What follows belongs to an exercise in optimizing a design on an open flow for small area, a short achievable clock period and few clock cycles per item; a production flow would make more cautious choices. Only simulation tests tie the RTL to the original design; equivalence was not proved.

==> v32: inputs <==
Design tinker_exec_unit, start of the top module:
module tinker_exec_unit #(
    parameter int W     = 64,
    parameter int LIT_W = 12,
    parameter int TAG_W = 5
) (
    input  logic             clk,
    input  logic             rst_n,
    input  logic             in_valid,
    output logic             in_ready,
    input  logic [4:0]       in_opcode,
    input  logic [W-1:0]     in_a,
    input  logic [W-1:0]     in_b,
    input  logic [LIT_W-1:0] in_lit,
    input  logic [TAG_W-1:0] in_tag,
    output logic             out_valid,
    input  logic             out_ready,
    output logic [W-1:0]     out_result,
    output logic [TAG_W-1:0] out_tag,
    output logic             out_err
);
    localparam logic [4:0] OP_ADD   = 5'b11000;
    localparam logic [4:0] OP_SUB   = 5'b11010;
    localparam logic [4:0] OP_MUL   = 5'b11100;
    localparam logic [4:0] OP_DIV   = 5'b11101;
    localparam logic [4:0] OP_AND   = 5'b00000;
    localparam logic [4:0] OP_OR    = 5'b00001;
    localparam logic [4:0] OP_XOR   = 5'b00010;
    localparam logic [4:0] OP_NOT   = 5'b00011;
    localparam logic [4:0] OP_SHR   = 5'b00100;
    localparam logic [4:0] OP_SHL   = 5'b00110;
    localparam logic [4:0] OP_MOV   = 5'b10001;
    localparam logic [4:0] OP_MOVL  = 5'b10010;
    localparam logic [3:0] LUT_A    = 4'b1100;
    localparam logic [3:0] LUT_B    = 4'b1010;
    logic             s1_v;       
  ...
clock: 7.0 ns
lec_check: 0
cap_margin: 20
core_margin: 2
core_utilization: 40
setup_slack_margin: 2.2
slew_margin: 20
run.sh (not shown) runs the stock make flow with config.mk's settings and CLKGATE_MAP_FILE= SYNTH_SCRIPT=/design/flow/synth_recipe.tcl, a recipe that flattens the netlist after the stock synthesis.
==> v15 (differences from v32) <==
--- a/flow/design.v
+++ b/flow/design.v
@@ -36,12 +36,13 @@
     logic             own_q;      
     logic             last_q;     
     logic             k_mul, k_div, k_rot;
     logic             y_use_q;    
     logic             y_inv_q;    
     logic             minv_q;     
+    logic             dclz_q;     
     logic             dprep_q;    
     logic             dz_q;
     logic             rs_q;       
     logic [5:0]       bd_q;       
     logic             err1_q;
     logic [TAG_W-1:0] tag1_q;
@@ -107,39 +108,16 @@
         neg1 = x[3] & ~(x[2] & x[1]);
         booth = {neg1, two1, one1, neg0, two0, one0};
     endfunction
     logic b_zero, sh_big;
     assign b_zero = ~|in_b;
     assign sh_big = |in_b[W-1:6];
-    function automatic logic [6:0] clz64(input logic [63:0] x);
-        logic [63:0] v;
-        logic [5:0]  c [64];
-        for (int i = 0; i < 64; i++) begin
-            v[i] = x[i];
-            c[i] = 6'd0;
-        end
-        for (int k = 0; k < 6; k++)
-            for (int i = 0; i < (32 >> k); i++) begin
-                c[i] = v[2*i+1] ? c[2*i+1] : (c[2*i] | 6'(1 << k));
-                v[i] = v[2*i+1] | v[2*i];
-            end
-        clz64 = v[0] ? {1'b0, c[0]} : 7'd64;
-    endfunction
-    logic [6:0] clz_a, clz_b;
-    logic [6:0] dn, dlen;
-    assign clz_a = clz64(in_a);
-    assign clz_b = clz64(in_b);
-    assign dn    = clz_b - clz_a + 7'd1;      
-    assign dlen  = clz_a - clz_b + 7'd63;     
     logic [5:0] rot_d;
     logic [6:0] len_d;
     always_comb begin
-        if (is_div) begin
-            rot_d = dn[5:0];
-            len_d = dlen;
-        end else if (is_shl) begin
+        if (is_shl) begin
             rot_d = 6'd0 - in_b[5:0];
             len_d = sh_big ? 7'd64 : {1'b0, in_b[5:0]};
         end else begin
             rot_d = in_b[5:0];
             len_d = sh_big ? 7'd0 : 7'd64 - {1'b0, in_b[5:0]};
         end
@@ -178,27 +156,38 @@
         end else begin
             add_x  = k_div ? {a_q[W-2:0], res_q[W-1]} : a_q;
             add_y  = (b_q & {W{y_use_q}}) ^ {W{y_sub}};
             add_ci = y_sub;
         end
     end
-    always_comb begin
-        logic [W-1:0] g, p, gk, pk, cy;
-        g = add_x & add_y;
-        p = add_x ^ add_y;
-        gk = g;
-        pk = p;
-        gk[0] = g[0] | (p[0] & add_ci);
-        for (int k = 1; k < W; k = k * 2)
-            for (int i = W - 1; i >= k; i--) begin
-                gk[i] = gk[i] | (pk[i] & gk[i-k]);
-                pk[i] = pk[i] & pk[i-k];
+    assign add_sum = {1'b0, add_x} + {1'b0, add_y} + {{W{1'b0}}, add_ci};
+    function automatic logic [6:0] clz64(input logic [63:0] x);
+        logic [15:0] nz;
+        logic [1:0]  nc [16];
+        logic [3:0]  hi;
+        logic        found;
+        for (int j = 0; j < 16; j++) begin
+            nz[j] = |x[4*j +: 4];
+            nc[j] = x[4*j+3] ? 2'd0 : x[4*j+2] ? 2'd1 : x[4*j+1] ? 2'd2 : 2'd3;
+        end
+        hi = 4'd0;
+        found = 1'b0;
+        for (int j = 15; j >= 0; j--)
+            if (nz[j] && !found) begin
+                hi = 15 - j;
+                found = 1'b1;
             end
-        cy = {gk[W-2:0], add_ci};
-        add_sum = {gk[W-1], p ^ cy};
-    end
+        clz64 = (nz == 16'd0) ? 7'd64 : {1'b0, hi, nc[15 - hi]};
+    endfunction
+    logic [6:0] clz_a, clz_b;
+    logic [7:0] dn_raw;
+    logic       dn_zero;
+    assign clz_a   = clz64(a_q);
+    assign clz_b   = clz64(b_q);
+    assign dn_raw  = {1'b0, clz_b} - {1'b0, clz_a} + 8'd1;
+    assign dn_zero = dn_raw[7] | (dn_raw == 8'd0);
     logic div_neg;
     assign div_neg = a_q[W-1] ^ y_sub ^ add_sum[W];
     logic r_free, step, step_last, accept;
     assign r_free    = ~ovalid_q | out_ready;
     assign step      = s1_v & (own_q | r_free);
     assign step_last = step & last_q;
@@ -222,32 +211,38 @@
             k_mul   <= is_mul;
             k_div   <= is_div;
             k_rot   <= is_shr | is_shl;
             y_use_q <= is_add | is_sub | is_div;
             y_inv_q <= is_sub | is_div;
             minv_q  <= ~is_shr;
+            dclz_q  <= 1'b1;
             dprep_q <= 1'b1;
             dz_q    <= b_zero;
             err1_q  <= ill_d | (is_div & b_zero);
             tag1_q  <= in_tag;
             rot_q   <= rot_d;
             len_q   <= len_d;
             bd_q    <= booth(mplr[3:0], 1'b0);
-            cnt_q   <= dn;
-            last_q  <= is_mul ? ~|mplr[W-1:3] : is_div ? (b_zero | dlen[6]) : 1'b1;
+            last_q  <= is_mul ? ~|mplr[W-1:3] : is_div ? b_zero : 1'b1;
             a_q     <= a_d;
             b_q     <= mplr;
             if (!is_mul) b_q <= in_b;
         end else if (step) begin
             if (k_mul) begin
                 a_q    <= {a_q[W-5:0], 4'b0000};
                 b_q    <= {4'b0000, b_q[W-1:4]};
                 bd_q   <= booth(b_q[7:4], b_q[3]);
                 last_q <= ~|b_q[W-1:7];
             end else if (k_div) begin
-                if (dprep_q) begin
+                dclz_q <= 1'b0;
+                if (dclz_q) begin
+                    rot_q  <= dn_raw[5:0];
+                    len_q  <= 7'd64 - dn_raw[6:0];
+                    cnt_q  <= dn_raw[6:0];
+                    last_q <= dn_zero;
+                end else if (dprep_q) begin
                     dprep_q <= 1'b0;
                     a_q     <= rot_lo;
                     rs_q    <= 1'b0;
                     last_q  <= (cnt_q == 7'd1);
                 end else begin
                     cnt_q  <= cnt_q - 7'd1;
@@ -258,13 +253,14 @@
             end
         end
     end
     always_ff @(posedge clk) begin
         if (step) begin
             if (k_div) begin
-                if (dprep_q)      res_q <= rot_sel | {W{dz_q}};
+                if (dclz_q)       res_q <= '1;
+                else if (dprep_q) res_q <= rot_sel;
                 else              res_q <= {res_q[W-2:0], ~div_neg};
             end else if (k_rot)
                 res_q <= rot_sel;
             else
                 res_q <= add_sum[W-1:0];
         end
- SETUP_SLACK_MARGIN: 2.2 -> 1.5
==> notes <==
v32 passed the timing, DRC and antenna checks. v15 completed with no timing, DRC or antenna violations. Of v32 and v15, v32 has the higher clock skew (gap 0.018 ns). Against v15, the die area of v32 is smaller by 0.26%. In v32 the sequential share of layout area is lower than in v15, by 0.66 points. In v32 the worst setup slack is higher than in v15, by 0.71 ns.
Testbench counts of v32, summed over its fixed seeds: cycles 9,348, items 3,200.
Testbench counts of v15, summed over its fixed seeds: cycles 9,719, items 3,200.

## static timing again, ports no longer ideal
The results above use ideal ports. As a check the final layouts listed here were re-extracted and re-timed, cells and wires unchanged. Step 1 sets driving cells, clkbuf_16 on the clock port and buf_2 on the other inputs (assumed; they add their load-dependent delay and slew). Step 2 moves the port delays by t, midway between the first and last clock arrival at a register: inputs arrive t later, outputs are due t later. That takes back most of the time a late clock gives input paths. Slacks: ideal / step 1 / step 2; pairs: ideal / step 1.
| run | t (ns) | setup slack, ns | worst setup path at the end | clock arrival spread, ns | worst data-port slew with drivers (ns) |
|---|---|---|---|---|---|
| v32 | 0.645 | 2.139 / 2.139 / 1.683 | input to register | 0.039 / 0.039 | 0.09 |
| v15 | 0.704 | 1.425 / 1.460 / 0.756 | input to register | 0.022 / 0.021 | 0.09 |
After both steps every run listed still meets setup and hold. The setup slack of v15, which loses most, moves by +0.035 ns with the drivers and by -0.669 ns with both steps.
